This is an optimization exercise on Yosys and OpenROAD, whose aim is small area, not a production implementation. Function was checked by simulation only, so behaviour that the tests miss may differ from the original. Power is estimated from default activity; no workload was simulated. The clock port is modelled as an ideal driver; clocking choices that lean on that would not hold on a real chip.

===== flow/flow/run.sh =====
#!/bin/bash
set -euo pipefail
bash standard.sh \
  CTS_ARGS="-sink_clustering_enable -repair_clock_nets -dont_use_dummy_load -buf_list sky130_fd_sc_hd__clkbuf_16 -sink_clustering_size 30 -sink_clustering_max_diameter 60" \
  BUFFER_PORTS_ARGS="-buffer_cell sky130_fd_sc_hd__buf_1" \
  finish > standard.log 2>&1

===== flow/config.mk =====
export PLATFORM = sky130hd
export DESIGN_NAME = ofdm_cfg_alloc_regs
export DESIGN_NICKNAME = ofdm_cfg_alloc_regs
export VERILOG_FILES = /design/flow/design.v
export SDC_FILE = /design/flow/constraint.sdc
export NUM_CORES = 4
export LEC_CHECK = 0
export CAP_MARGIN = 20
export CORE_MARGIN = 2
export CORE_UTILIZATION = 70
export SETUP_SLACK_MARGIN = 0.2
export SLEW_MARGIN = 20

===== flow/standard.sh =====
#!/bin/bash
# synth_recipe.tcl (not shown) runs the flow's synth.tcl, then flattens the netlist and writes it again
# the make line also repeats each setting of config.mk as NAME=value (left out here)
make -C /OpenROAD-flow-scripts/flow DESIGN_CONFIG=/design/flow/config.mk WORK_HOME=/design/flow/orfs CLKGATE_MAP_FILE= SYNTH_SCRIPT=/design/flow/synth_recipe.tcl "${@:-finish}"

===== flow/constraint.sdc =====
create_clock -name core_clock -period 8.0 [get_ports {CLK_I}]
set_input_delay 1.6000 -clock core_clock [delete_from_list [all_inputs] [get_ports {CLK_I}]]
set_output_delay 1.6000 -clock core_clock [all_outputs]
set_load 0.01 [all_outputs]

===== flow/design.v =====
module ofdm_cfg_alloc_regs #(
  parameter int AW   = 7,
  parameter int LEN0 = 4,
  parameter int LEN1 = 16,
  parameter int LEN2 = 128
) (
  input  logic        CLK_I,
  input  logic        RST_I,
  input  logic [31:0] CFG_DAT_I,
  input  logic [1:0]  CFG_ADR_I,
  input  logic        CFG_WE_I,
  input  logic        CFG_STB_I,
  output logic        CFG_ACK_O,
  output logic [31:0] CFG_DAT_O,
  output logic        CFG_RDY_O,
  output logic [1:0]  STD_O,
  output logic        AL_BIT_O,
  output logic        AL_VLD_O,
  output logic        AL_LAST_O,
  input  logic        AL_RD_I
);
  localparam int PW = AW + 1;   
  localparam int RW = AW + 5;   
  localparam int NW = 2**AW;    
  localparam int SB = 3;        
  localparam int S  = 2**SB;
  localparam int TB = 4;        
  localparam int NI = NW / S;   
  localparam int NT = NW / (2**TB);
  typedef enum logic [1:0] {
    RD_IDLE,
    RD_FETCH,
    RD_RUN
  } rd_state_e;
  localparam logic [PW-1:0] LEN0_W = LEN0;
  localparam logic [PW-1:0] LEN1_W = LEN1;
  localparam logic [PW-1:0] LEN2_W = LEN2;
  function automatic logic [PW-1:0] std_len(input logic [1:0] s);
    case (s)
      2'd0:    std_len = LEN0_W;
      2'd1:    std_len = LEN1_W;
      2'd2:    std_len = LEN2_W;
      default: std_len = '0;
    endcase
  endfunction
  logic          ack_q;
  logic [1:0]    std_q, std_n;
  logic [PW-1:0] len_q, len_n;
  logic [PW-1:0] wptr_q, wptr_n;
  logic          rdy_q;
  logic wr_std;
  logic wr_word;
  logic word_ok;
  assign wr_std  = CFG_STB_I && CFG_WE_I && (CFG_ADR_I == 2'd0);
  assign wr_word = CFG_STB_I && CFG_WE_I && (CFG_ADR_I == 2'd1);
  assign len_q   = std_len(std_q);
  assign word_ok = wr_word && (wptr_q < len_q);
  always_comb begin
    std_n  = std_q;
    wptr_n = wptr_q;
    if (wr_std) begin
      std_n  = CFG_DAT_I[1:0];
      wptr_n = '0;
    end else if (word_ok) begin
      wptr_n = wptr_q + 1'b1;
    end
    len_n = std_len(std_n);
  end
  always_ff @(posedge CLK_I or posedge RST_I) begin
    if (RST_I) begin
      ack_q  <= 1'b0;
      std_q  <= 2'd0;
      wptr_q <= '0;
      rdy_q  <= 1'b0;
    end else begin
      ack_q  <= CFG_STB_I;
      std_q  <= std_n;
      wptr_q <= wptr_n;
      rdy_q  <= (wptr_n == len_n);
    end
  end
  assign CFG_ACK_O = ack_q;
  assign CFG_RDY_O = rdy_q;
  assign STD_O     = std_q;
  logic [NW-1:0][31:0] ring_q;
  logic [AW-1:0]       p0_q;     
  logic [AW-1:0]       wn_q;     
  logic                wr0;      
  logic [S-1:1][31:0]  dl_dq;
  logic [S-1:1]        dl_vq;
  logic [S-1:0][31:0]  dl_d;
  logic [S-1:0]        dl_v;
  logic [S-1:0]        dl_sel;
  logic                ins;
  logic                ins_tok;
  logic [31:0]         ins_dat;
  logic [AW-SB-1:0]    ins_pt;
  assign wr0     = word_ok && (wptr_q == '0);
  assign dl_d    = {dl_dq, CFG_DAT_I};
  assign dl_v    = {dl_vq, word_ok && (wptr_q != '0)};
  always_comb begin
    logic older;
    older   = 1'b0;
    ins_dat = '0;
    for (int j = S - 1; j >= 0; j--) begin
      dl_sel[j] = dl_v[j] && !older;
      older     = older || dl_v[j];
      if (dl_sel[j]) ins_dat = ins_dat | dl_d[j];
    end
    if (wr0) ins_dat = CFG_DAT_I;
  end
  assign ins_tok = (|dl_v) && (wn_q[SB-1:0] == '0);
  assign ins     = wr0 || ins_tok;
  assign ins_pt  = wr0 ? '0 : wn_q[AW-1:SB];
  always_ff @(posedge CLK_I or posedge RST_I) begin
    if (RST_I) begin
      dl_vq <= '0;
    end else begin
      for (int j = 1; j < S; j++) begin
        dl_vq[j] <= dl_v[j-1] && !(ins_tok && dl_sel[j-1]) && !wr_std;
      end
    end
  end
  always_ff @(posedge CLK_I) begin
    for (int j = 1; j < S; j++) begin
      dl_dq[j] <= dl_d[j-1];
    end
    p0_q <= p0_n;
    wn_q <= wr0 ? '0 : wn_q + AW'(!ins_tok);
    for (int p = 0; p < NW; p++) begin
      if ((p % S) == 0 && ins && ins_pt == (p / S))
        ring_q[p] <= ins_dat;
      else
        ring_q[p] <= ring_q[(p + NW - 1) % NW];
    end
  end
  rd_state_e      state_q, state_n;
  logic [RW-1:0]  rptr_q, rptr_n;
  logic [31:0]    cur_word_q;
  logic [31:0]    nxt_word_q;
  logic [31:0]    tap_dat;
  logic [AW-1:0]  widx;
  logic [RW:0]    last_idx;
  logic           run;
  logic           pop;
  logic           at_last;
  logic [AW-1:0]  p0_n;
  logic [AW-1:0]  widx_n;
  logic [PW-1:0]  widx_inc_n;
  logic [AW-1:0]  hunt_n;
  logic [AW-1:0]  hpos_n;
  logic [NT-1:0]  tsel_q;      
  assign run       = (state_q == RD_RUN);
  assign widx      = rptr_q[RW-1:5];
  assign last_idx  = {len_q, 5'b0} - 1'b1;
  assign at_last   = ({1'b0, rptr_q} == last_idx);
  assign pop       = run && AL_RD_I && !wr_std;
  always_comb begin
    rptr_n = rptr_q;
    if (wr_std || state_q == RD_FETCH) begin
      rptr_n = '0;
    end else if (pop) begin
      rptr_n = at_last ? '0 : rptr_q + 1'b1;
    end
  end
  assign p0_n       = wr0 ? '0 : p0_q + 1'b1;
  assign widx_n     = rptr_n[RW-1:5];
  assign widx_inc_n = {1'b0, widx_n} + 1'b1;
  assign hunt_n     = (state_n != RD_RUN) ? '0 :
                      (widx_inc_n == len_q) ? '0 : widx_inc_n[AW-1:0];
  assign hpos_n     = p0_n - hunt_n;
  always_ff @(posedge CLK_I) begin
    for (int k = 0; k < NT; k++) begin
      tsel_q[k] <= (hpos_n[TB-1:0] == '0) && (hpos_n[AW-1:TB] == k);
    end
  end
  always_comb begin
    tap_dat = '0;
    for (int k = 0; k < NT; k++) begin
      if (tsel_q[k]) tap_dat = tap_dat | ring_q[k * (2**TB)];
    end
  end
  always_ff @(posedge CLK_I) begin
    if (|tsel_q) begin
      nxt_word_q <= tap_dat;
    end
  end
  always_ff @(posedge CLK_I or posedge RST_I) begin
    if (RST_I) begin
      state_q <= RD_IDLE;
    end else begin
      state_q <= state_n;
    end
  end
  always_comb begin
    state_n = state_q;
    case (state_q)
      RD_IDLE:  if (rdy_q && (len_q != '0)) state_n = RD_FETCH;
      RD_FETCH: state_n = RD_RUN;
      RD_RUN:   state_n = RD_RUN;
      default:  state_n = RD_IDLE;
    endcase
    if (wr_std) begin
      state_n = RD_IDLE;
    end
  end
  always_ff @(posedge CLK_I) begin
    rptr_q <= rptr_n;
  end
  always_ff @(posedge CLK_I) begin
    if (!wr_std && ((state_q == RD_FETCH) || (pop && rptr_q[4:0] == 5'd31))) begin
      cur_word_q <= nxt_word_q;
    end
  end
  assign AL_VLD_O  = run;
  assign AL_BIT_O  = run && cur_word_q[rptr_q[4:0]];
  assign AL_LAST_O = run && at_last;
  logic        ovf_q;
  logic [31:0] rd_mux;
  logic [31:0] dat_q;
  always_ff @(posedge CLK_I or posedge RST_I) begin
    if (RST_I) begin
      ovf_q <= 1'b0;
    end else if (wr_std) begin
      ovf_q <= 1'b0;
    end else if (wr_word && !word_ok) begin
      ovf_q <= 1'b1;
    end
  end
  always_comb begin
    rd_mux = '0;
    case (CFG_ADR_I)
      2'd0: rd_mux[1:0] = std_q;
      2'd2: begin
        rd_mux[0]      = rdy_q;
        rd_mux[1]      = ovf_q;
        rd_mux[3:2]    = std_q;
        rd_mux[8 +: PW] = wptr_q;
      end
      default: rd_mux = '0;
    endcase
  end
  always_ff @(posedge CLK_I or posedge RST_I) begin
    if (RST_I) begin
      dat_q <= '0;
    end else begin
      dat_q <= (CFG_STB_I && !CFG_WE_I) ? rd_mux : '0;
    end
  end
  assign CFG_DAT_O = dat_q;
endmodule

==> flow_metrics.env, run 1 <==
export IMPL_core_area_sq_um=143000
export IMPL_place_worst_setup_slack_ns=0.983
export IMPL_fin_ws_ns=1.78
export IMPL_finalNonFillerCells=8471
export IMPL_clock_power_share=0.279
export IMPL_placementRows=139
export IMPL_crit_type="in -> reg"
export IMPL_pwr_density_cell_nw_per_um2=333
export IMPL_cts_sinks=4452
export IMPL_synthDistinctLibCells=73
export IMPL_maxCapViolCount=0
export IMPL_start_util=0.704
export IMPL_cp_end_kind="flop"
export IMPL_p_sw_uw=7680
export IMPL_fin_hold_ws_ns=0.281
export IMPL_grt_overflow=0
export IMPL_internal_power_uw=28200
export IMPL_timing_final_crit_period_ns=6.22
export IMPL_die_h_um=384
export IMPL_syn_area_sq_um=101000
export IMPL_slew_viol_final=0
export IMPL_drtPass1Iterations=7
export IMPL_post_cts_buffers=0
export IMPL_setup_viol=0
export IMPL_vdd_drop_max_uv=339
export IMPL_area_growth_synth_to_final_pct=6.60
export IMPL_worst_path_max_fanout=8
export IMPL_synthFlopType="dfxtp_1"
export IMPL_clock_skew_ns=0.0951
export IMPL_dp_cells=8293
export IMPL_root_buffer="clkbuf_16"
export IMPL_vias_per_cell=5.08
export IMPL_slowest_stage="or4_1"
export IMPL_grt_setup_unrepaired="no"
export IMPL_timing_hold_violations_final=0
export IMPL_path_cells="buf_1 -> and4bb_1 -> or4_1 -> xor2_1 -> nor2_1 -> ha_1 -> inv_1 -> a211o_1 -> and3_1 -> a22o_1 -> a2111oi_0 -> nor2_1 -> o2111ai_1 -> ha_1 -> nor2b_1 -> o21ai_0 -> a21boi_0 -> o21a_1 -> o21a_1 -> nor2_1 -> xnor3_1 -> nor2b_1"
export IMPL_grt_pass1_vias=42900
export IMPL_dieArea_sq_um=147000
export IMPL_layout_drive_gt1_share=0.0509
export IMPL_setup_tns_final_ns=0
export IMPL_yosys_warnings=1
export IMPL_arrival_ns=6.88
export IMPL_outcome="no timing/DRC/antenna violations"
export IMPL_leakage_uw=0.0430
export IMPL_dp_hpwl_um=98100
export IMPL_fmax_ghz=0.161
export IMPL_fillers=8599
export IMPL_cp_required_ns=8.65
export IMPL_worstReg2RegEnd="tsel_q[1]"
export IMPL_cts_tree="built"
export IMPL_port_buffers=57
export IMPL_routedWlPerCell_um=21.4
export IMPL_drc_errors=0
export IMPL_layout_common_cells="dfxtp_1 (4346), nor2_1 (601), a21oi_1 (530)"
export IMPL_r2r_slack_ns=1.91
export IMPL_crit_path_start_kind="input port"
export IMPL_slowest_delay_ns=0.59
export IMPL_p_sw_frac=0.214
export IMPL_cp_common_cell="nor2_1"
export IMPL_dieWidth_um=384
export IMPL_fin_crit_sh=0.778
export IMPL_multi_input_area_sq_um=10100
export IMPL_htreeDepth=4
export IMPL_cts_resized=0
export IMPL_r2r_start="rptr_q[1]"
export IMPL_synth_seq_area_share=0.890
export IMPL_grt_usage=0.247
export IMPL_nets=6629
export IMPL_wl_um=181000
export IMPL_routabilityCongestion=0.809
export IMPL_clk_pin_slew_ns=0.08
export IMPL_holdBufCountCts=0
export IMPL_p_comb_frac=0.041
export IMPL_ys_seq_elements=4452
export IMPL_async_reset_ff_frac=0.00764
export IMPL_tightest_slew_ns=1.13
export IMPL_layout_commonest_cell="dfxtp_1"
export IMPL_synth_edf_count=64
export IMPL_cts_buffers=177
export IMPL_hold_path_end="dl_dq[181]"
export IMPL_vias=43100
export IMPL_slew_headroom=0.247
export IMPL_hold_start="dl_dq[149]"
export IMPL_grt_first_pass_wirelength_um=269000
export IMPL_p_seq_frac=0.680
export IMPL_ios=78
export IMPL_r2r_cells=22
export IMPL_grt_start_max_net_pins=69
export IMPL_syn_avg_cell_area_sq_um=15.6
export IMPL_seqCellArea_sq_um=89900
export IMPL_hold_depth=0
export IMPL_clk_latency_ns=0.81
export IMPL_antenna_found_initial=6
export IMPL_netlist_instances=6482
export IMPL_drtIter0Drc=2637
export IMPL_antenna_left=0
export IMPL_hp_class="reg -> reg"
export IMPL_cts_buffer_depth=3
==> logic make-up after synthesis <==
logic type	count (synthesis)	synth area share
AOI/OAI and AO/OA	855	0.0511
xor gates and xnor gates	36	0.00333
adders and majority gates	21	0.00260
buffers and inverters	262	0.0118
DFF	4452	0.890
muxes	15	0.00272
other	1	0.0000371
and+or+nand+nor	840	0.0383
==> power by group through the flow <==
stage | Combinational [uW] | Sequential (uW) | Clock, uW
floorplan | 934 | 24600 | 0
global placement | 1460 | 24900 | 0
detailed placement | 1470 | 24900 | 0
CTS | 1480 | 24400 | 10200
global route | 1580 | 24600 | 10900
finish | 1460 | 24400 | 10000
==> cell usage after synthesis (all sizes together) (16+ instances only) <==
cell type	n	area [sq um]
ha	21	263
nand4	38	238
nor3	16	85.1
a31oi	32	200
nor2	604	2280
inv	21	78.8
a21oi	561	2920
a22oi	192	1440
dfxtp	4354	87200
clkbuf	125	469
nor4	25	394
nand2	67	254
buf	116	648
a221oi	32	280
edfxtp	64	1920
and2	18	113
dfrtp	34	851
xnor2	21	191
==> layout make-up <==
class                      count  share of cell area
multi-input combinational   1787              0.0935
inverter                      21            0.000732
clock buffer                 177              0.0411
sequential                  4452               0.835
timing repair buffer         130             0.00742
antenna                        1           0.0000232
tap                         1903              0.0221
==> routing by layer <==
layer	wire, um	part of all wire	global-route usage
met4	4750	0.026	0.0696
met3	6740	0.037	0.0332
met2	82000	0.45	0.387
met5	13	0.000072	0
met1	87900	0.48	0.366
==> worst max-delay path by stage <==
stage	startpoint	end	slack, ns	cells past startpoint
2_1_floorplan	AL_RD_I	tsel_q[0]	1.82	24
3_3_place_gp	CFG_ADR_I[1]	tsel_q[0]	1.04	22
3_5_place_dp	CFG_ADR_I[1]	tsel_q[1]	0.98	22
4_1_cts	CFG_ADR_I[1]	tsel_q[2]	1.81	22
5_1_grt	CFG_ADR_I[1]	tsel_q[2]	1.25	22
6_report	CFG_ADR_I[1]	tsel_q[1]	1.78	22
==> state kept, by name (all words and copies together), names as in the netlist <==
| name | count |
|---|---|
| ovf_q | 1 |
| dl_vq | 7 |
| p0_q | 7 |
| wptr_q | 8 |
| state_q | 2 |
| ack_q | 1 |
| cur_word_q | 32 |
| wn_q | 7 |
| tsel_q | 8 |
| dl_dq | 224 |
| rdy_q | 1 |
| dat_q | 12 |
| std_q | 2 |
| ring_q | 4096 |
| nxt_word_q | 32 |
| rptr_q | 12 |
==> through the flow <==
| stage | area, sq um | utilization | total power (uW) |
|---|---|---|---|
| global placement | 103000 | 0.720 | 26300 |
| finish | 108000 | 0.751 | 35900 |
| CTS | 108000 | 0.751 | 36100 |
| floorplan | 101000 | - | 25500 |
| global route | 108000 | 0.751 | 37100 |
| detailed placement | 103000 | 0.720 | 26400 |
==> worst max-delay path: cells and delay by family <==
family	cells	cell delay, ns
AOI/OAI and AO/OA	8	1.96
xor gates and xnor gates	2	0.60
adders and majority gates	2	0.55
buffers and inverters	2	0.30
and+or+nand+nor	8	1.85
==> run 2, diff against run 1 <==
==> flow/flow/run.sh (replaced) <==
#!/bin/bash
set -euo pipefail
bash standard.sh \
  CTS_ARGS="-sink_clustering_enable -repair_clock_nets -dont_use_dummy_load -buf_list sky130_fd_sc_hd__clkbuf_16 -sink_clustering_size 32 -sink_clustering_max_diameter 64" \
  BUFFER_PORTS_ARGS="-buffer_cell sky130_fd_sc_hd__buf_1" \
  finish > standard.log 2>&1
==> flow_metrics.env, run 2 <==
export IMPL_die_h_um=384
export IMPL_synth_top_area_share=0.863
export IMPL_clock_skew_ns=0.0965
export IMPL_timing_final_crit_period_ns=6.24
export IMPL_synth_edf_count=64
export IMPL_layout_commonest_cell="dfxtp_1"
export IMPL_outcome="no timing/DRC/antenna violations"
export IMPL_arrival_ns=6.89
export IMPL_synth_most_common_cell="dfxtp_1"
export IMPL_cts_buffers=165
export IMPL_slowest_stage="or4_1"
export IMPL_area_growth_synth_to_final_pct=6.30
export IMPL_syn_avg_cell_area_sq_um=15.6
export IMPL_routedWlPerCell_um=21.3
export IMPL_setup_viol=0
export IMPL_netlist_instances=6482
export IMPL_total_power_uw=35600
export IMPL_tightest_slew_ns=1.17
export IMPL_cts_buffer_depth=3
export IMPL_grt_setup_unrepaired="no"
export IMPL_pwr_density_cell_nw_per_um2=331
export IMPL_port_buffers=57
export IMPL_grt_first_pass_wirelength_um=267000
export IMPL_synth_seq_area_share=0.890
export IMPL_crit_family="compound AO/OA/AOI/OAI gates"
export IMPL_reg_largest_list="ring_q x4096, dl_dq x224"
export IMPL_critical_path_buf_inv_count=2
export IMPL_antenna_found_initial=7
export IMPL_fin_crit_sh=0.780
export IMPL_cp_end_kind="flop"
export IMPL_placementRows=139
export IMPL_synthFlopType="dfxtp_1"
export IMPL_layout_drive_gt1_share=0.0491
export IMPL_hold_depth=0
export IMPL_htreeDepth=4
export IMPL_ys_top_cells_by_count="dfxtp_1 (4354), nor2_1 (603), a21oi_1 (533), a22oi_1 (192), clkbuf_1 (125)"
export IMPL_async_reset_ff_frac=0.00764
export IMPL_worst_path_max_fanout=8
export IMPL_clk_pin_slew_ns=0.11
export IMPL_hold_path_end="ring_q[3178]"
export IMPL_leakage_uw=0.0429
export IMPL_dieArea_sq_um=147000
export IMPL_crit_path_start_kind="input port"
export IMPL_r2r_start="rptr_q[1]"
export IMPL_dp_hpwl_um=98100
export IMPL_netlist_top_cell_by_area="dfxtp_1"
export IMPL_slew_headroom=0.223
export IMPL_wl_um=180000
export IMPL_synthDistinctLibCells=73
export IMPL_holdBufCountCts=0
export IMPL_fmax_ghz=0.160
export IMPL_ys_seq_elements=4452
export IMPL_dieWidth_um=384
export IMPL_slowest_delay_ns=0.59
export IMPL_timing_hold_violations_final=0
export IMPL_start_util=0.704
export IMPL_vias=42900
export IMPL_fin_ws_ns=1.76
export IMPL_ios=78
export IMPL_hp_class="reg -> reg"
export IMPL_nets=6617
export IMPL_cts_resized=0
export IMPL_layout_common_cells="dfxtp_1 (4346), nor2_1 (601), a21oi_1 (530)"
export IMPL_setup_tns_final_ns=0
export IMPL_r2r_cells=22
export IMPL_grt_start_max_net_pins=69
export IMPL_finalNonFillerCells=8459
export IMPL_vias_per_cell=5.07
export IMPL_largest_reg_flops=4096
export IMPL_antenna_left=0
export IMPL_maxCapViolCount=0
export IMPL_r2r_slack_ns=1.92
export IMPL_cts_sinks=4452
export IMPL_clk_latency_ns=0.83
export IMPL_synth_area_top_cells="dfxtp_1 (86%), a21oi_1 (2.6%), nor2_1 (2.2%)"
export IMPL_drtIter0Drc=2559
export IMPL_vdd_drop_max_uv=342
export IMPL_crit_type="in -> reg"
export IMPL_hold_start="ring_q[3146]"
export IMPL_yosys_warnings=1
export IMPL_cts_tree="built"
export IMPL_slew_viol_final=0
export IMPL_core_area_sq_um=143000
export IMPL_post_cts_buffers=0
export IMPL_drc_errors=0
export IMPL_dp_cells=8293
export IMPL_cp_required_ns=8.65
export IMPL_drtPass1Iterations=7
export IMPL_cp_common_cell="nor2_1"
export IMPL_place_worst_setup_slack_ns=0.983
export IMPL_routabilityCongestion=0.809
export IMPL_path_cells="buf_1 -> and4bb_1 -> or4_1 -> xor2_1 -> nor2_1 -> ha_1 -> inv_1 -> a211o_1 -> and3_1 -> a22o_1 -> a2111oi_0 -> nor2_1 -> o2111ai_1 -> ha_1 -> nor2b_1 -> o21ai_0 -> a21boi_0 -> o21a_1 -> o21a_1 -> nor2_1 -> xnor3_1 -> nor2b_1"
export IMPL_top_register="ring_q"
export IMPL_grt_pass1_vias=42700
export IMPL_worstReg2RegEnd="tsel_q[2]"
export IMPL_grt_overflow=0
export IMPL_grt_usage=0.246
export IMPL_syn_area_sq_um=101000
export IMPL_root_buffer="clkbuf_16"
run 2: worst max-delay path by stage:
stage                            start   endpoint  cells after the start
after global routing      CFG_ADR_I[1]  tsel_q[2]                     22
after CTS                 CFG_ADR_I[1]  tsel_q[2]                     22
after detailed placement  CFG_ADR_I[1]  tsel_q[1]                     22
after floorplan                AL_RD_I  tsel_q[0]                     24
after global placement    CFG_ADR_I[1]  tsel_q[0]                     22
final                     CFG_ADR_I[1]  tsel_q[2]                     22
run 2: cells by family (layout without fill, tap and decap cells):
kind of cell               count (synthesis)  count (layout)  share of synthesized area
DFF                                     4452            4452                      0.890
AOI/OAI and AO/OA                        855             855                     0.0511
and+or+nand+nor                          840             840                     0.0383
buffers and inverters                    262             316                     0.0118
xor gates and xnor gates                  36              36                    0.00333
adders and majority gates                 21              21                    0.00260
muxes                                     15              15                    0.00272
other                                      1              21                  0.0000371
run 2: stage by stage:
step	area, sq um	utilization	hold slack [ns]
6_report	107000	0.749	0.288
5_1_grt	107000	0.749	0.291
4_1_cts	107000	0.749	0.292
3_5_place_dp	103000	0.720	0.312
3_3_place_gp	103000	0.720	0.310
2_1_floorplan	101000	-	0.310
run 2: final cells by class:
class | count | area (sq um)
Antenna cell | 1 | 2.50
Clock buffer | 165 | 4130
Fill cell | 8679 | 36100
Inverter | 21 | 78.8
Multi-Input combinational cell | 1787 | 10100
Sequential cell | 4452 | 89900
Tap cell | 1903 | 2380
Timing Repair Buffer | 130 | 800
run 2: per-layer routing:
metal  vias up  share of wire  global-route usage
met5         -        0.00015                   0
met2       655           0.45               0.384
met1     21000           0.48               0.363
met4         4          0.026              0.0713
met3       265          0.037              0.0331
li1      21000              -                   -
run 2: report_power, final:
group / total [uW] / switching, uW / leakage [uW] / internal, uW
combinational: 1470 / 1050 / 0.00390 / 413
clock: 9690 / 5960 / 0.00203 / 3730
sequential: 24400 / 579 / 0.0369 / 23800
==> run 3, diff against run 2 <==
--- a/flow/config.mk
+++ b/flow/config.mk
@@ -7,3 +7,3 @@
 export LEC_CHECK = 0
-export CAP_MARGIN = 20
+export CAP_MARGIN = 5
 export CORE_MARGIN = 2
@@ -11,2 +11,2 @@
 export SETUP_SLACK_MARGIN = 0.2
-export SLEW_MARGIN = 20
+export SLEW_MARGIN = 5
==> flow_metrics.env, run 3 <==
export IMPL_outcome="no timing/DRC/antenna violations"
export IMPL_cp_startpoint="CFG_ADR_I[1]"
export IMPL_synthDistinctLibCells=73
export IMPL_cp_required_ns=8.67
export IMPL_slowest_stage="or4_1"
export IMPL_cts_sinks=4452
export IMPL_hp_class="reg -> reg"
export IMPL_r2r_start="rptr_q[1]"
export IMPL_root_buffer="clkbuf_16"
export IMPL_antenna_left=0
export IMPL_drc_errors=0
export IMPL_multi_input_area_sq_um=10000
export IMPL_async_reset_ff_frac=0.00764
export IMPL_clk_pin_slew_ns=0.10
export IMPL_dieWidth_um=384
export IMPL_yosys_warnings=1
export IMPL_tightest_slew_ns=1.23
export IMPL_timing_hold_violations_final=0
export IMPL_crit_path_start_kind="input port"
export IMPL_cts_resized=0
export IMPL_antenna_found_initial=6
export IMPL_dpl_instance_area_sq_um=103000
export IMPL_die_h_um=384
export IMPL_clock_skew_ns=0.0955
export IMPL_fillers=8702
export IMPL_total_power_uw=35700
export IMPL_grt_usage=0.245
export IMPL_synth_area_top_cells="dfxtp_1 (86%), a21oi_1 (2.6%), nor2_1 (2.2%)"
export IMPL_syn_area_sq_um=101000
export IMPL_htreeDepth=4
export IMPL_drtIter0Drc=2787
export IMPL_layout_drive_gt1_share=0.0494
export IMPL_cts_tree="built"
export IMPL_largest_reg_flops=4096
export IMPL_cp_end_kind="flop"
export IMPL_wl_um=180000
export IMPL_r2r_slack_ns=1.85
export IMPL_netlist_top_cell_by_area="dfxtp_1"
export IMPL_slew_headroom=0.181
export IMPL_holdBufCountCts=0
export IMPL_crit_end="tsel_q[1]"
export IMPL_vias_per_cell=5.09
export IMPL_slowest_delay_ns=0.59
export IMPL_slew_viol_final=0
export IMPL_path_cells="buf_1 -> and4bb_1 -> or4_1 -> xor2_1 -> nor2_1 -> ha_1 -> inv_1 -> a211o_1 -> and3_1 -> a22o_1 -> a2111oi_0 -> nor2_1 -> o2111ai_1 -> ha_1 -> nor2b_1 -> o21ai_0 -> a21boi_0 -> o21a_1 -> o21a_1 -> nor2_1 -> xnor3_1 -> nor2b_1"
export IMPL_grt_pass1_vias=42700
export IMPL_seqCellArea_sq_um=89900
export IMPL_fin_hold_ws_ns=0.260
export IMPL_nets=6619
export IMPL_clk_latency_ns=0.82
export IMPL_top_register="ring_q"
export IMPL_routedWlPerCell_um=21.2
export IMPL_reg_largest_list="ring_q x4096, dl_dq x224"
export IMPL_syn_avg_cell_area_sq_um=15.6
export IMPL_grt_first_pass_wirelength_um=268000
export IMPL_vdd_drop_max_uv=286
export IMPL_ys_top_cells_by_count="dfxtp_1 (4354), nor2_1 (603), a21oi_1 (533), a22oi_1 (192), clkbuf_1 (125)"
export IMPL_placementRows=139
export IMPL_layout_commonest_cell="dfxtp_1"
export IMPL_drtPass1Iterations=6
export IMPL_ios=78
export IMPL_dp_hpwl_um=98100
export IMPL_ys_seq_elements=4452
export IMPL_netlist_instances=6482
export IMPL_fmax_ghz=0.159
export IMPL_fin_util=0.749
export IMPL_port_buffers=57
export IMPL_routabilityCongestion=0.809
export IMPL_maxCapViolCount=0
export IMPL_setup_tns_final_ns=0
export IMPL_start_util=0.704
export IMPL_leakage_uw=0.0429
export IMPL_area_growth_synth_to_final_pct=6.33
export IMPL_timing_final_crit_period_ns=6.30
export IMPL_fin_crit_sh=0.787
export IMPL_core_area_sq_um=143000
export IMPL_r2r_cells=22
export IMPL_synth_edf_count=64
export IMPL_arrival_ns=6.97
export IMPL_cts_buffer_depth=3
export IMPL_dieArea_sq_um=147000
export IMPL_layout_common_cells="dfxtp_1 (4346), nor2_1 (601), a21oi_1 (530)"
export IMPL_worst_path_max_fanout=8
export IMPL_worstReg2RegEnd="tsel_q[1]"
export IMPL_synth_most_common_cell="dfxtp_1"
export IMPL_grt_overflow=0
export IMPL_grt_start_max_net_pins=69
export IMPL_post_cts_buffers=0
export IMPL_vias=43100
export IMPL_cp_common_cell="nor2_1"
export IMPL_grt_setup_unrepaired="no"
export IMPL_synth_seq_area_share=0.890
export IMPL_crit_type="in -> reg"
export IMPL_setup_viol=0
export IMPL_synth_top_area_share=0.863
export IMPL_final_area_sq_um=107000
export IMPL_synthFlopType="dfxtp_1"
export IMPL_pwr_density_cell_nw_per_um2=332
export IMPL_cts_buffers=167
[run 3: cell counts after synthesis]
Identical to the previous run, type by type.
[run 3: worst min path at each step]
| stage | startpoint | end | slack, ns | depth (start not counted) |
|---|---|---|---|---|
| after floorplan | ring_q[968] | ring_q[1000] | 0.31 | 0 |
| after global placement | ring_q[1153] | ring_q[1185] | 0.31 | 0 |
| after detailed placement | ring_q[1234] | ring_q[1266] | 0.31 | 0 |
| after CTS | ring_q[3354] | ring_q[3386] | 0.26 | 0 |
| after global routing | ring_q[3354] | ring_q[3386] | 0.25 | 0 |
| final | ring_q[3354] | ring_q[3386] | 0.26 | 0 |
[run 3: through the flow]
stage               cells  setup slack (ns)
global placement     8293              1.04
detailed placement   8293             0.950
global route         8460              1.29
CTS                  8460              1.74
finish               8462              1.70
floorplan            6501              1.82
[run 3: cells by family (layout without fill, tap and decap cells)]
| kind of cell | Yosys count | after routing | share of synthesized area |
|---|---|---|---|
| flip-flops | 4452 | 4452 | 0.890 |
| adder cells (fa/ha/maj) | 21 | 21 | 0.00260 |
| XOR/XNOR | 36 | 36 | 0.00333 |
| AND/OR/NAND/NOR | 840 | 840 | 0.0383 |
| buffers and inverters | 262 | 318 | 0.0118 |
| other | 1 | 22 | 0.0000371 |
| multiplexers | 15 | 15 | 0.00272 |
| AO/OA/AOI/OAI | 855 | 855 | 0.0511 |
[run 3: final cells by class]
cell class / count / share of cell area
clock buffers: 167 / 0.0389
inverters: 21 / 0.000734
diodes: 2 / 0.0000466
well taps: 1903 / 0.0222
repair buffers: 130 / 0.00744
flip-flops and latches: 4452 / 0.837
multi-input cells: 1787 / 0.0935
[run 3: critical path, delay by kind of cell]
kind                     cells  cell delay [ns]
adder cells (fa/ha/maj)      2             0.56
AND/OR/NAND/NOR              8             1.89
XOR/XNOR                     2             0.61
buffers and inverters        2             0.29
AO/OA/AOI/OAI                8             2.00
[run 3: where the power goes]
group | internal, uW | switching, uW
Clock | 3770 | 6010
Sequential | 23800 | 578
Combinational | 412 | 1050
[run 3: per-layer routing]
metal / vias to the layer above / routed length, um / GRT usage
met5: - / 13 / 0
met4: 2 / 4310 / 0.0643
met3: 259 / 6060 / 0.0292
met2: 653 / 81200 / 0.384
met1: 21200 / 88100 / 0.367
li1: 21000 / - / -
==> run 4, diff against run 3 <==
--- a/flow/design.v
+++ b/flow/design.v
@@ -26,5 +26,5 @@
   localparam int S  = 2**SB;
-  localparam int TB = 4;        
+  localparam int TG = 26;       
   localparam int NI = NW / S;   
-  localparam int NT = NW / (2**TB);
+  localparam int NT = (NW + TG - 1) / TG;
   typedef enum logic [1:0] {
@@ -173,3 +173,3 @@
     for (int k = 0; k < NT; k++) begin
-      tsel_q[k] <= (hpos_n[TB-1:0] == '0) && (hpos_n[AW-1:TB] == k);
+      tsel_q[k] <= (hpos_n == AW'(k * TG));
     end
@@ -179,3 +179,3 @@
     for (int k = 0; k < NT; k++) begin
-      if (tsel_q[k]) tap_dat = tap_dat | ring_q[k * (2**TB)];
+      if (tsel_q[k]) tap_dat = tap_dat | ring_q[k * TG];
     end
--- a/flow/config.mk
+++ b/flow/config.mk
@@ -7,3 +7,3 @@
 export LEC_CHECK = 0
-export CAP_MARGIN = 5
+export CAP_MARGIN = 20
 export CORE_MARGIN = 2
@@ -11,2 +11,2 @@
 export SETUP_SLACK_MARGIN = 0.2
-export SLEW_MARGIN = 5
+export SLEW_MARGIN = 20
==> flow_metrics.env, run 4 <==
export IMPL_core_area_sq_um=142000
export IMPL_synthFlopType="dfxtp_1"
export IMPL_root_buffer="clkbuf_16"
export IMPL_cp_required_ns=8.59
export IMPL_synth_seq_area_share=0.897
export IMPL_grt_pass1_vias=40800
export IMPL_crit_family="simple AND/OR/NAND/NOR gates"
export IMPL_layout_commonest_cell="dfxtp_1"
export IMPL_netlist_instances=6385
export IMPL_ys_seq_elements=4449
export IMPL_yosys_warnings=1
export IMPL_synth_area_top_cells="dfxtp_1 (87%), edfxtp_1 (1.9%), nand2_1 (1.8%)"
export IMPL_reg_largest_list="ring_q x4096, dl_dq x224"
export IMPL_start_util=0.707
export IMPL_grt_met1_usage=0.344
export IMPL_slowest_delay_ns=0.94
export IMPL_finalNonFillerCells=8333
export IMPL_fillers=8493
export IMPL_timing_hold_violations_final=0
export IMPL_wl_um=164000
export IMPL_drtPass1Iterations=7
export IMPL_clock_skew_ns=0.104
export IMPL_port_buffers=57
export IMPL_drc_errors=0
export IMPL_fin_util=0.752
export IMPL_cts_sinks=4449
export IMPL_clk_pin_slew_ns=0.11
export IMPL_tightest_slew_ns=1.11
export IMPL_holdBufCountCts=0
export IMPL_area_growth_synth_to_final_pct=6.41
export IMPL_fin_ws_ns=1.98
export IMPL_gr_usage_met2=0.346
export IMPL_synth_edf_count=64
export IMPL_clk_latency_ns=0.80
export IMPL_routabilityCongestion=0.800
export IMPL_dieArea_sq_um=146000
export IMPL_fmax_ghz=0.166
export IMPL_placementRows=138
export IMPL_met3_usage=0.0338
export IMPL_grt_overflow=0
export IMPL_grt_first_pass_wirelength_um=247000
export IMPL_maxCapViolCount=0
export IMPL_synth_top_area_share=0.869
export IMPL_routedWlPerCell_um=19.7
export IMPL_layout_drive_gt1_share=0.0453
export IMPL_largest_reg_flops=4096
export IMPL_critical_path_buf_inv_count=0
export IMPL_slowest_stage="dfxtp_1"
export IMPL_place_worst_setup_slack_ns=1.59
export IMPL_ys_top_cells_by_count="dfxtp_1 (4351), nand2_1 (476), o21ai_0 (259), nor2_1 (205), a21oi_1 (173)"
export IMPL_ios=78
export IMPL_htreeDepth=4
export IMPL_hp_class="reg -> reg"
export IMPL_drtIter0Drc=2858
export IMPL_total_power_uw=34700
export IMPL_arrival_ns=6.60
export IMPL_cts_resized=0
export IMPL_slew_headroom=0.261
export IMPL_dp_hpwl_um=90000
export IMPL_leakage_uw=0.0417
export IMPL_vdd_drop_max_uv=314
export IMPL_grt_start_max_net_pins=68
export IMPL_cp_end_kind="flop"
export IMPL_setup_tns_final_ns=0
export IMPL_fin_crit_sh=0.752
export IMPL_syn_avg_cell_area_sq_um=15.7
export IMPL_grt_setup_unrepaired="no"
export IMPL_cts_buffer_depth=3
export IMPL_async_reset_ff_frac=0.00764
export IMPL_top_usage_layer="met2"
export IMPL_cts_buffers=165
export IMPL_worst_path_max_fanout=11
export IMPL_syn_area_sq_um=100000
export IMPL_antenna_left=0
export IMPL_netlist_top_cell_by_area="dfxtp_1"
export IMPL_timing_final_crit_period_ns=6.02
export IMPL_post_cts_buffers=0
export IMPL_pwr_density_cell_nw_per_um2=326
export IMPL_grt_usage=0.226
export IMPL_synth_most_common_cell="dfxtp_1"
export IMPL_die_h_um=382
export IMPL_antenna_found_initial=11
export IMPL_dp_cells=8165
export IMPL_synthDistinctLibCells=80
export IMPL_vias=41400
export IMPL_top_register="ring_q"
export IMPL_slew_viol_final=0
export IMPL_crit_type="reg -> reg"
export IMPL_crit_path_start_kind="flop"
export IMPL_vias_per_cell=4.97
export IMPL_outcome="no timing/DRC/antenna violations"
export IMPL_path_cells="ha_1 -> nand2_1 -> a2111oi_0 -> nand4_1 -> nand2_1 -> nor2_1 -> ha_1 -> nand2_1 -> mux2i_1 -> a21oi_1 -> nor3b_1 -> o32a_1 -> o211ai_2 -> nand3_1 -> fa_1 -> a21oi_1 -> nor2_1 -> nor2_1 -> o21bai_1 -> a21oi_1 -> xor2_1 -> xnor2_1 -> nor4b_1"
export IMPL_dieWidth_um=382
export IMPL_cts_tree="built"
export IMPL_nets=6503
export IMPL_setup_viol=0
export IMPL_layout_common_cells="dfxtp_1 (4346), nand2_1 (475), o21ai_0 (259)"
==> run 4: cell types whose count changed after synthesis, moves of 26 or more <==
cell      before  now
nand2_1       66  476
nor2_1       603  205
a21oi_1      533  173
o21ai_0        7  259
o21ai_1        1  130
a22oi_1      192   96
buf_2         86   36
clkbuf_1     125  166
a222oi_1       0   32
a31oi_1       32    3
a21oi_2       27    1
==> run 4: metal layers <==
metal / vias to the layer above / routed length [um]
li1: 20500 / -
met1: 20100 / 81900
met2: 586 / 71900
met3: 230 / 6540
met4: 10 / 3580
met5: - / 76
==> run 4: cell type report <==
cell class / count / area (sq um) / area share
inverters: 19 / 71.3 / 0.000669
diodes: 2 / 5.00 / 0.0000469
well taps: 1890 / 2360 / 0.0222
repair buffers: 109 / 637 / 0.00597
clock buffers: 165 / 4130 / 0.0387
flip-flops and latches: 4449 / 89900 / 0.843
multi-input cells: 1699 / 9540 / 0.0895
==> run 4: cell families after synthesis <==
kind of cell | synth area share
flops | 0.897
simple gates | 0.0353
compound gates | 0.0475
buf+inv | 0.0110
xor+xnor | 0.00367
fa+ha+maj | 0.00270
mux | 0.00286
other cells | 0.0000374
==> run 4: path summary, 6_finish.rpt <==
check,start,to,slack (ns),cells past startpoint
setup / recovery,rptr_q[1],tsel_q[0],1.98,23
hold / removal,ring_q[579],ring_q[611],0.28,0
setup reg to reg,rptr_q[1],tsel_q[0],1.98,23
hold reg to reg,ring_q[579],ring_q[611],0.28,0
max in group asynchronous,RST_I,dl_vq[7],6.72,3
min in group asynchronous,RST_I,wptr_q[3],0.91,3
==> run 4: per-stage QoR <==
stage / hold WS [ns] / cell area [sq um]
detailed placement: 0.312 / 102000
finish: 0.283 / 107000
global route: 0.275 / 107000
floorplan: 0.310 / 100000
CTS: 0.285 / 107000
global placement: 0.310 / 102000
==> run 4: worst reg2reg max path: cells and delay by family, from the launching register on <==
family	cells	cell delay, ns
AO/OA/AOI/OAI	7	1.65
adder cells (fa/ha/maj)	3	1.03
multiplexers	1	0.10
XOR/XNOR	2	0.35
flip-flops	1	0.94
AND/OR/NAND/NOR	10	1.79
==> run 4: power by group <==
| group | leakage, uW | internal [uW] | switching, uW |
|---|---|---|---|
| sequential | 0.0362 | 23300 | 433 |
| clock | 0.00203 | 3730 | 5910 |
| combinational | 0.00341 | 403 | 966 |
==> run 5, diff against run 4 <==
--- a/flow/design.v
+++ b/flow/design.v
@@ -218,3 +218,2 @@
   logic        ovf_q;
-  logic [31:0] rd_mux;
   logic [31:0] dat_q;
@@ -229,20 +228,23 @@
   end
-  always_comb begin
-    rd_mux = '0;
-    case (CFG_ADR_I)
-      2'd0: rd_mux[1:0] = std_q;
-      2'd2: begin
-        rd_mux[0]      = rdy_q;
-        rd_mux[1]      = ovf_q;
-        rd_mux[3:2]    = std_q;
-        rd_mux[8 +: PW] = wptr_q;
-      end
-      default: rd_mux = '0;
-    endcase
-  end
-  always_ff @(posedge CLK_I or posedge RST_I) begin
-    if (RST_I) begin
-      dat_q <= '0;
-    end else begin
-      dat_q <= (CFG_STB_I && !CFG_WE_I) ? rd_mux : '0;
+  logic rd0_q;
+  logic rd2_q;
+  always_ff @(posedge CLK_I or posedge RST_I) begin
+    if (RST_I) begin
+      rd0_q <= 1'b0;
+      rd2_q <= 1'b0;
+    end else begin
+      rd0_q <= CFG_STB_I && !CFG_WE_I && (CFG_ADR_I == 2'd0);
+      rd2_q <= CFG_STB_I && !CFG_WE_I && (CFG_ADR_I == 2'd2);
+    end
+  end
+  always_comb begin
+    dat_q = '0;
+    if (rd0_q) begin
+      dat_q[1:0] = std_q;
+    end
+    if (rd2_q) begin
+      dat_q[0]       = rdy_q;
+      dat_q[1]       = ovf_q;
+      dat_q[3:2]     = std_q;
+      dat_q[8 +: PW] = wptr_q;
     end
==> flow_metrics.env, run 5 <==
export IMPL_cts_resized=0
export IMPL_slew_headroom=0.265
export IMPL_p_seq_frac=0.679
export IMPL_hp_class="reg -> reg"
export IMPL_p_comb_frac=0.041
export IMPL_antenna_found_initial=14
export IMPL_dieArea_sq_um=146000
export IMPL_clock_skew_ns=0.0941
export IMPL_synth_edf_count=64
export IMPL_cts_buffers=164
export IMPL_tightest_slew_ns=1.10
export IMPL_pwr_density_cell_nw_per_um2=323
export IMPL_netlist_instances=6396
export IMPL_top_register="ring_q"
export IMPL_ios=78
export IMPL_p_sw_frac=0.211
export IMPL_clock_power_share=0.280
export IMPL_setup_viol=0
export IMPL_grt_setup_unrepaired="no"
export IMPL_nets=6516
export IMPL_clk_pin_slew_ns=0.10
export IMPL_cts_tree="built"
export IMPL_r2r_cells=19
export IMPL_fin_ws_ns=2.09
export IMPL_port_buffers=57
export IMPL_vias=41300
export IMPL_antenna_left=0
export IMPL_crit_type="in -> reg"
export IMPL_wl_um=166000
export IMPL_routabilityCongestion=0.796
export IMPL_cp_required_ns=8.71
export IMPL_layout_common_cells="dfxtp_1 (4346), nand2_1 (460), o21ai_0 (343)"
export IMPL_synthDistinctLibCells=77
export IMPL_cts_buffer_depth=3
export IMPL_placementRows=138
export IMPL_dieWidth_um=382
export IMPL_grt_pass1_vias=41000
export IMPL_core_area_sq_um=142000
export IMPL_layout_drive_gt1_share=0.0446
export IMPL_vias_per_cell=4.95
export IMPL_netlist_top_cell_by_area="dfxtp_1"
export IMPL_area_growth_synth_to_final_pct=6.32
export IMPL_place_worst_setup_slack_ns=1.28
export IMPL_ys_top_cells_by_count="dfxtp_1 (4351), nand2_1 (461), o21ai_0 (343), nor2_1 (200), a21oi_1 (178)"
export IMPL_fin_util=0.751
export IMPL_htreeDepth=4
export IMPL_fillers=8623
export IMPL_layout_commonest_cell="dfxtp_1"
export IMPL_p_sw_uw=7280
export IMPL_fin_hold_ws_ns=0.254
export IMPL_internal_power_uw=27200
export IMPL_drtIter0Drc=2669
export IMPL_slew_viol_final=0
export IMPL_clk_latency_ns=0.80
export IMPL_timing_final_crit_period_ns=5.91
export IMPL_synth_most_common_cell="dfxtp_1"
export IMPL_fin_crit_sh=0.738
export IMPL_synth_area_top_cells="dfxtp_1 (87%), edfxtp_1 (1.9%), nand2_1 (1.7%)"
export IMPL_start_util=0.707
export IMPL_hold_depth=0
export IMPL_crit_path_start_kind="input port"
export IMPL_syn_avg_cell_area_sq_um=15.7
export IMPL_ys_seq_elements=4439
export IMPL_post_cts_buffers=0
export IMPL_synthFlopType="dfxtp_1"
export IMPL_cp_end_kind="flop"
export IMPL_synth_seq_area_share=0.895
export IMPL_arrival_ns=6.62
export IMPL_async_reset_ff_frac=0.00541
export IMPL_setup_tns_final_ns=0
export IMPL_fmax_ghz=0.169
export IMPL_root_buffer="clkbuf_16"
export IMPL_timing_hold_violations_final=0
export IMPL_synth_top_area_share=0.870
export IMPL_reg_largest_list="ring_q x4096, dl_dq x224"
export IMPL_cts_sinks=4439
export IMPL_grt_start_max_net_pins=68
export IMPL_syn_area_sq_um=100000
export IMPL_routedWlPerCell_um=19.8
export IMPL_outcome="no timing/DRC/antenna violations"
export IMPL_grt_usage=0.228
export IMPL_vdd_drop_max_uv=321
export IMPL_largest_reg_flops=4096
export IMPL_grt_overflow=0
export IMPL_dp_hpwl_um=90100
export IMPL_drtPass1Iterations=5
export IMPL_die_h_um=382
export IMPL_drc_errors=0
export IMPL_leakage_uw=0.0426
export IMPL_holdBufCountCts=0
export IMPL_yosys_warnings=1
export IMPL_grt_first_pass_wirelength_um=249000
export IMPL_maxCapViolCount=0
export IMPL_worst_path_max_fanout=14
[run 5: cell count changes after synthesis, sizes merged, moves of 12 or more]
cell | previous run | this run
buf | 69 | 114
clkbuf | 168 | 125
inv | 19 | 48
mux2i | 5 | 33
nand2 | 478 | 462
nand3 | 27 | 15
o21ai | 389 | 359
[run 5: critical path, stage by stage]
cell,delay (ns)
buf_1,0.17
or4bb_1,0.78
nand2_1,0.51
nor3_1,0.13
xnor2_1,0.15
nor2_1,0.17
ha_1,0.26
o2111ai_1,0.22
nand4bb_1,0.24
mux2_2,0.29
o31ai_1,0.26
nand2b_1,0.18
ha_1,0.24
a21o_1,0.18
a21o_1,0.19
a21o_1,0.18
a21oi_1,0.16
xor2_1,0.28
nand4_1,0.18
nor4b_2,0.22
[run 5: final timing paths]
check                        startpoint      endpoint  slack [ns]
max                            CFG_WE_I     tsel_q[3]        2.09
min                        ring_q[1827]  ring_q[1859]        0.25
min reg2reg                ring_q[1827]  ring_q[1859]        0.25
min in group asynchronous         RST_I      dl_vq[6]        1.03
max in group asynchronous         RST_I      dl_vq[7]        6.35
max reg2reg                   rptr_q[0]     tsel_q[3]        2.36
[run 5: power by group through the flow]
stage               clock network (uW)  registers, uW  logic, uW
floorplan                            0          23700        974
global placement                     0          23900       1420
detailed placement                   0          23900       1430
CTS                               9820          23400       1430
global route                     10500          23500       1550
finish                            9630          23400       1410
[run 5: metrics by stage]
stage / power, uW / cells / cell area, sq um
final: 34400 / 8345 / 106000
after global routing: 35600 / 8344 / 106000
after CTS: 34600 / 8342 / 106000
after detailed placement: 25300 / 8178 / 102000
after global placement: 25300 / 8178 / 102000
after floorplan: 24600 / 6415 / 100000
[run 5: cell families after synthesis]
family / Yosys count / share of synthesized area
mux: 45 / 0.00577
xor+xnor: 37 / 0.00324
buf+inv: 287 / 0.0129
simple gates: 797 / 0.0343
flops: 4439 / 0.895
other cells: 1 / 0.0000374
fa+ha+maj: 22 / 0.00282
compound gates: 768 / 0.0462
[run 5: area by class of cell]
type,instances,area (sq um),area share
Antenna cell,2,5.00,0.0000470
Clock buffer,164,4100,0.0385
Inverter,48,180,0.00169
Multi-Input combinational cell,1689,9550,0.0897
Sequential cell,4439,89600,0.842
Tap cell,1890,2360,0.0222
Timing Repair Buffer,113,654,0.00614
[run 5: routing by layer]
metal | routed length, um | track usage | part of all wire | vias up
met5 | 75 | 0 | 0.00045 | -
met4 | 3880 | 0.0599 | 0.023 | 12
met3 | 6520 | 0.0372 | 0.039 | 232
met2 | 75500 | 0.363 | 0.46 | 559
met1 | 79500 | 0.328 | 0.48 | 20000
li1 | - | - | - | 20500
==> run 6, diff against run 5 <==
==> flow/flow/run.sh (replaced) <==
#!/bin/bash
set -euo pipefail
bash standard.sh \
  CTS_ARGS="-sink_clustering_enable -repair_clock_nets -dont_use_dummy_load -buf_list {sky130_fd_sc_hd__clkbuf_8 sky130_fd_sc_hd__clkbuf_16} -sink_clustering_size 32 -sink_clustering_max_diameter 64" \
  BUFFER_PORTS_ARGS="-buffer_cell sky130_fd_sc_hd__buf_1" \
  finish > standard.log 2>&1
==> flow_metrics.env, run 6 <==
export IMPL_slew_headroom=0.265
export IMPL_p_sw_uw=7280
export IMPL_reg_largest_list="ring_q x4096, dl_dq x224"
export IMPL_internal_power_uw=27200
export IMPL_fin_crit_sh=0.738
export IMPL_timing_final_crit_period_ns=5.91
export IMPL_ios=78
export IMPL_outcome="no timing/DRC/antenna violations"
export IMPL_async_reset_ff_frac=0.00541
export IMPL_synthFlopType="dfxtp_1"
export IMPL_synth_edf_count=64
export IMPL_start_util=0.707
export IMPL_fmax_ghz=0.169
export IMPL_htreeDepth=4
export IMPL_p_sw_frac=0.211
export IMPL_leakage_uw=0.0426
export IMPL_root_buffer="clkbuf_16"
export IMPL_tightest_slew_ns=1.10
export IMPL_cts_tree="built"
export IMPL_top_register="ring_q"
export IMPL_maxCapViolCount=0
export IMPL_hp_class="reg -> reg"
export IMPL_grt_usage=0.228
export IMPL_synth_area_top_cells="dfxtp_1 (87%), edfxtp_1 (1.9%), nand2_1 (1.7%)"
export IMPL_synthDistinctLibCells=77
export IMPL_wl_um=166000
export IMPL_p_seq_frac=0.679
export IMPL_setup_viol=0
export IMPL_clock_skew_ns=0.0941
export IMPL_ys_top_cells_by_count="dfxtp_1 (4351), nand2_1 (461), o21ai_0 (343), nor2_1 (200), a21oi_1 (178)"
export IMPL_drtPass1Iterations=5
export IMPL_crit_end="tsel_q[3]"
export IMPL_grt_pass1_vias=41000
export IMPL_multi_input_area_sq_um=9550
export IMPL_r2r_slack_ns=2.36
export IMPL_cts_buffer_depth=3
export IMPL_synth_most_common_cell="dfxtp_1"
export IMPL_syn_avg_cell_area_sq_um=15.7
export IMPL_cp_required_ns=8.71
export IMPL_placementRows=138
export IMPL_layout_commonest_cell="dfxtp_1"
export IMPL_setup_tns_final_ns=0
export IMPL_dp_hpwl_um=90100
export IMPL_crit_type="in -> reg"
export IMPL_netlist_top_cell_by_area="dfxtp_1"
export IMPL_slew_viol_final=0
export IMPL_routedWlPerCell_um=19.8
export IMPL_vias=41300
export IMPL_netlist_instances=6396
export IMPL_r2r_start="rptr_q[0]"
export IMPL_synth_top_area_share=0.870
export IMPL_routabilityCongestion=0.796
export IMPL_synth_seq_area_share=0.895
export IMPL_clk_latency_ns=0.80
export IMPL_pwr_density_cell_nw_per_um2=323
export IMPL_dieArea_sq_um=146000
export IMPL_total_power_uw=34400
export IMPL_worstReg2RegEnd="tsel_q[3]"
export IMPL_cts_resized=0
export IMPL_seqCellArea_sq_um=89600
export IMPL_cts_buffers=164
export IMPL_core_area_sq_um=142000
export IMPL_cp_end_kind="flop"
export IMPL_post_cts_buffers=0
export IMPL_nets=6516
export IMPL_layout_common_cells="dfxtp_1 (4346), nand2_1 (460), o21ai_0 (343)"
export IMPL_dp_cells=8178
export IMPL_p_comb_frac=0.041
export IMPL_port_buffers=57
export IMPL_holdBufCountCts=0
export IMPL_timing_hold_violations_final=0
export IMPL_syn_area_sq_um=100000
export IMPL_fillers=8623
export IMPL_layout_drive_gt1_share=0.0446
export IMPL_worst_path_max_fanout=14
export IMPL_antenna_left=0
export IMPL_ys_seq_elements=4439
export IMPL_yosys_warnings=1
export IMPL_die_h_um=382
export IMPL_area_growth_synth_to_final_pct=6.32
export IMPL_vias_per_cell=4.95
export IMPL_clock_power_share=0.280
export IMPL_grt_setup_unrepaired="no"
export IMPL_r2r_cells=19
export IMPL_cp_startpoint="CFG_WE_I"
export IMPL_crit_path_start_kind="input port"
export IMPL_drc_errors=0
export IMPL_grt_first_pass_wirelength_um=249000
export IMPL_grt_overflow=0
export IMPL_grt_start_max_net_pins=68
export IMPL_dieWidth_um=382
export IMPL_drtIter0Drc=2669
export IMPL_largest_reg_flops=4096
export IMPL_arrival_ns=6.62
export IMPL_vdd_drop_max_uv=321
export IMPL_clk_pin_slew_ns=0.10
export IMPL_antenna_found_initial=14
export IMPL_cts_sinks=4439
export IMPL_finalNonFillerCells=8345
-- run 6: cells by family after synthesis --
logic type               synth area share
flip-flops                          0.895
AND/OR/NAND/NOR                    0.0343
AO/OA/AOI/OAI                      0.0462
buffers and inverters              0.0129
multiplexers                      0.00577
XOR/XNOR                          0.00324
adder cells (fa/ha/maj)           0.00282
other                           0.0000374
-- run 6: worst min path at each step --
stage	slack (ns)	to	cells past startpoint	from
6_report	0.25	ring_q[1859]	0	ring_q[1827]
5_1_grt	0.27	dl_dq[106]	0	dl_dq[74]
4_1_cts	0.25	ring_q[1859]	0	ring_q[1827]
3_5_place_dp	0.31	ring_q[1369]	0	ring_q[1337]
3_3_place_gp	0.31	ring_q[335]	0	ring_q[303]
2_1_floorplan	0.31	ring_q[1000]	0	ring_q[968]
-- run 6: worst max-delay path, stage by stage --
cell and delay [ns]:
buf_1 0.17, or4bb_1 0.78, nand2_1 0.51, nor3_1 0.13
xnor2_1 0.15, nor2_1 0.17, ha_1 0.26, o2111ai_1 0.22
nand4bb_1 0.24, mux2_2 0.29, o31ai_1 0.26, nand2b_1 0.18
ha_1 0.24, a21o_1 0.18, a21o_1 0.19, a21o_1 0.18
a21oi_1 0.16, xor2_1 0.28, nand4_1 0.18, nor4b_2 0.22
-- run 6: area by class of cell --
class	count	area share
diodes	2	0.0000470
clock buffers	164	0.0385
inverters	48	0.00169
multi-input cells	1689	0.0897
flip-flops and latches	4439	0.842
well taps	1890	0.0222
repair buffers	113	0.00614
-- run 6: layer usage --
layer	global-route usage	vias up	share of wire
met2	0.363	559	0.46
li1	-	20500	-
met3	0.0372	232	0.039
met5	0	-	0.00045
met1	0.328	20000	0.48
met4	0.0599	12	0.023
-- run 6: through the flow --
step,hold WS (ns),cell area (sq um),utilization,worst slack (ns)
after global routing,0.268,106000,0.751,1.59
after detailed placement,0.312,102000,0.722,1.28
final,0.254,106000,0.751,2.09
after CTS,0.253,106000,0.751,2.14
after global placement,0.309,102000,0.722,1.31
after floorplan,0.310,100000,-,2.25
-- run 6: power by group through the flow --
stage               combinational, uW  clock (uW)  sequential, uW
global placement                 1420           0           23900
floorplan                         974           0           23700
finish                           1410        9630           23400
global route                     1550       10500           23500
detailed placement               1430           0           23900
CTS                              1430        9820           23400
==> run 7, diff against run 6 <==
==> flow/flow/run.sh (replaced) <==
#!/bin/bash
set -euo pipefail
bash standard.sh \
  CTS_ARGS="-sink_clustering_enable -repair_clock_nets -dont_use_dummy_load -buf_list sky130_fd_sc_hd__clkbuf_16 -sink_clustering_size 34 -sink_clustering_max_diameter 64" \
  BUFFER_PORTS_ARGS="-buffer_cell sky130_fd_sc_hd__buf_1" \
  finish > standard.log 2>&1
==> flow_metrics.env, run 7 <==
export IMPL_synth_area_top_cells="dfxtp_1 (87%), edfxtp_1 (1.9%), nand2_1 (1.7%)"
export IMPL_start_util=0.707
export IMPL_synth_seq_area_share=0.895
export IMPL_port_buffers=57
export IMPL_fin_crit_sh=0.737
export IMPL_cp_common_cell="a21o_1"
export IMPL_wl_um=166000
export IMPL_routedWlPerCell_um=19.9
export IMPL_top_register="ring_q"
export IMPL_dieWidth_um=382
export IMPL_ys_seq_elements=4439
export IMPL_ys_top_cells_by_count="dfxtp_1 (4351), nand2_1 (461), o21ai_0 (343), nor2_1 (200), a21oi_1 (178)"
export IMPL_outcome="no timing/DRC/antenna violations"
export IMPL_layout_commonest_cell="dfxtp_1"
export IMPL_synth_top_area_share=0.870
export IMPL_core_area_sq_um=142000
export IMPL_netlist_instances=6396
export IMPL_grt_start_max_net_pins=68
export IMPL_cts_tree="built"
export IMPL_synthFlopType="dfxtp_1"
export IMPL_r2r_start="rptr_q[0]"
export IMPL_root_buffer="clkbuf_16"
export IMPL_fin_ws_ns=2.11
export IMPL_r2r_cells=19
export IMPL_clk_pin_slew_ns=0.12
export IMPL_path_cells="buf_1 -> or4bb_1 -> nand2_1 -> nor3_1 -> xnor2_1 -> nor2_1 -> ha_1 -> o2111ai_1 -> nand4bb_1 -> mux2_2 -> o31ai_1 -> nand2b_1 -> ha_1 -> a21o_1 -> a21o_1 -> a21o_1 -> a21oi_1 -> xor2_1 -> nand4_1 -> nor4b_2"
export IMPL_netlist_top_cell_by_area="dfxtp_1"
export IMPL_dp_hpwl_um=90100
export IMPL_synth_most_common_cell="dfxtp_1"
export IMPL_placementRows=138
export IMPL_leakage_uw=0.0425
export IMPL_nets=6508
export IMPL_worstReg2RegEnd="tsel_q[3]"
export IMPL_crit_type="in -> reg"
export IMPL_antenna_found_initial=14
export IMPL_area_growth_synth_to_final_pct=6.13
export IMPL_slowest_stage="or4bb_1"
export IMPL_cts_sinks=4439
export IMPL_seqCellArea_sq_um=89600
export IMPL_pwr_density_cell_nw_per_um2=322
export IMPL_dpl_instance_area_sq_um=102000
export IMPL_clock_power_share=0.277
export IMPL_hold_path_end="ring_q[1859]"
export IMPL_ios=78
export IMPL_slowest_delay_ns=0.78
export IMPL_vias_per_cell=4.96
export IMPL_reg_largest_list="ring_q x4096, dl_dq x224"
export IMPL_crit_family="simple AND/OR/NAND/NOR gates"
export IMPL_grt_pass1_vias=41100
export IMPL_cp_required_ns=8.72
export IMPL_worst_path_max_fanout=14
export IMPL_arrival_ns=6.61
export IMPL_path_depth=20
export IMPL_slew_viol_final=0
export IMPL_final_area_sq_um=106000
export IMPL_fillers=8613
export IMPL_post_cts_buffers=0
export IMPL_clock_skew_ns=0.0882
export IMPL_synthDistinctLibCells=77
export IMPL_timing_hold_violations_final=0
export IMPL_hp_class="reg -> reg"
export IMPL_fmax_ghz=0.170
export IMPL_layout_common_cells="dfxtp_1 (4346), nand2_1 (460), o21ai_0 (343)"
export IMPL_tightest_slew_ns=1.16
export IMPL_largest_reg_flops=4096
export IMPL_dieArea_sq_um=146000
export IMPL_crit_path_start_kind="input port"
export IMPL_slew_headroom=0.229
export IMPL_r2r_slack_ns=2.32
export IMPL_holdBufCountCts=0
export IMPL_maxCapViolCount=0
export IMPL_cts_buffer_depth=3
export IMPL_p_comb_frac=0.041
export IMPL_yosys_warnings=1
export IMPL_critical_path_buf_inv_count=1
export IMPL_cts_buffers=157
export IMPL_p_sw_uw=7260
export IMPL_grt_first_pass_wirelength_um=249000
export IMPL_htreeDepth=4
export IMPL_clk_latency_ns=0.80
export IMPL_syn_avg_cell_area_sq_um=15.7
export IMPL_p_sw_frac=0.212
export IMPL_async_reset_ff_frac=0.00541
export IMPL_setup_tns_final_ns=0
export IMPL_setup_viol=0
export IMPL_grt_setup_unrepaired="no"
export IMPL_vias=41300
export IMPL_cp_end_kind="flop"
export IMPL_vdd_drop_max_uv=292
export IMPL_drtPass1Iterations=5
export IMPL_hold_start="ring_q[1827]"
export IMPL_grt_usage=0.228
export IMPL_synth_edf_count=64
export IMPL_drtIter0Drc=2784
export IMPL_place_worst_setup_slack_ns=1.28
export IMPL_layout_drive_gt1_share=0.0434
export IMPL_internal_power_uw=27000
export IMPL_drc_errors=0
export IMPL_hold_depth=0
export IMPL_routabilityCongestion=0.796
export IMPL_p_seq_frac=0.682
export IMPL_antenna_left=0
export IMPL_syn_area_sq_um=100000
export IMPL_timing_final_crit_period_ns=5.89
export IMPL_multi_input_area_sq_um=9550
export IMPL_die_h_um=382
export IMPL_grt_overflow=0
export IMPL_cts_resized=0
-- run 7: cell counts after synthesis --
No cell type changed its count.
-- run 7: worst max path at each step --
stage,startpoint,endpoint,slack [ns]
floorplan,CFG_ADR_I[1],tsel_q[3],2.25
global placement,CFG_WE_I,tsel_q[3],1.31
detailed placement,CFG_WE_I,tsel_q[3],1.28
CTS,CFG_WE_I,tsel_q[3],2.13
global route,CFG_WE_I,tsel_q[3],1.59
finish,CFG_WE_I,tsel_q[3],2.11
-- run 7: power groups by stage --
stage	Combinational [uW]	Sequential, uW	Clock (uW)
floorplan	974	23700	0
global placement	1420	23900	0
detailed placement	1430	23900	0
CTS	1430	23400	9610
global route	1550	23500	10400
finish	1410	23400	9480
-- run 7: worst register-to-register path, delay by kind of cell, from the launching register on --
kind                     cells  cell delay (ns)
multiplexers                 1             0.28
XOR/XNOR                     1             0.28
AO/OA/AOI/OAI                8             1.69
adder cells (fa/ha/maj)      3             0.94
AND/OR/NAND/NOR              6             1.53
flip-flops                   1             0.96
-- run 7: final cells by class --
cell class,instances,area share
clock buffer,157,0.0370
multi-input combinational,1689,0.0899
sequential,4439,0.843
antenna,3,0.0000706
inverter,48,0.00169
tap,1890,0.0222
timing repair buffer,112,0.00601
-- run 7: cells by family after synthesis --
logic type               Yosys count  synth area share
other                              1         0.0000374
multiplexers                      45           0.00577
AO/OA/AOI/OAI                    768            0.0462
buffers and inverters            287            0.0129
XOR/XNOR                          37           0.00324
flip-flops                      4439             0.895
adder cells (fa/ha/maj)           22           0.00282
AND/OR/NAND/NOR                  797            0.0343
-- run 7: stage by stage --
step,total power (uW),util,hold slack (ns),instances
final,34300,0.750,0.286,8338
after global routing,35400,0.750,0.283,8336
after floorplan,24600,-,0.310,6415
after detailed placement,25300,0.722,0.312,8178
after CTS,34400,0.750,0.282,8335
after global placement,25300,0.722,0.309,8178
-- run 7: routing by layer --
layer,vias up,wire length (um),track usage
met2,564,75700,0.362
met3,230,6200,0.0357
met1,20000,79900,0.331
li1,20500,-,-
met5,-,60,0
met4,10,3790,0.0588

## separate check: timing with driven ports
No port has a modelled driver above. Below, the same layouts with a new extraction and two added sets of constraints.
Step 1 sets driving cells, clkbuf_16 on the clock port and buf_2 on the other inputs (assumed; they add their load-dependent delay and slew).
Step 2 moves the port delays by t, midway between the first and last clock arrival at a register: inputs arrive t later, outputs are due t later. That takes back most of the time a late clock gives input paths.
Three values: no drivers, after step 1, after step 2; two values: the first two.
run	t, ns	setup slack, ns	worst hold slack (ns)	worst setup path after step 2	worst register clock-pin slew, ns
run 1	0.846	1.778 / 1.820 / 0.974	0.281 / 0.281 / 0.281	input to register	0.11 / 0.11
run 2	0.865	1.762 / 1.809 / 0.944	0.288 / 0.288 / 0.288	input to register	0.11 / 0.11
run 3	0.841	1.704 / 1.735 / 0.895	0.260 / 0.260 / 0.260	input to register	0.12 / 0.12
run 4	0.829	1.983 / 1.983 / 1.568	0.283 / 0.283 / 0.283	input to register	0.12 / 0.12
run 5	0.834	2.093 / 2.141 / 1.307	0.254 / 0.254 / 0.254	input to register	0.11 / 0.11
run 6	0.834	2.093 / 2.141 / 1.307	0.254 / 0.254 / 0.254	input to register	0.11 / 0.11
run 7	0.838	2.106 / 2.155 / 1.317	0.286 / 0.286 / 0.286	input to register	0.12 / 0.12
After both steps every run listed still meets setup and hold. For run 2, which loses most, drivers alone change the setup slack by +0.047 ns; drivers and shift together by -0.818 ns.
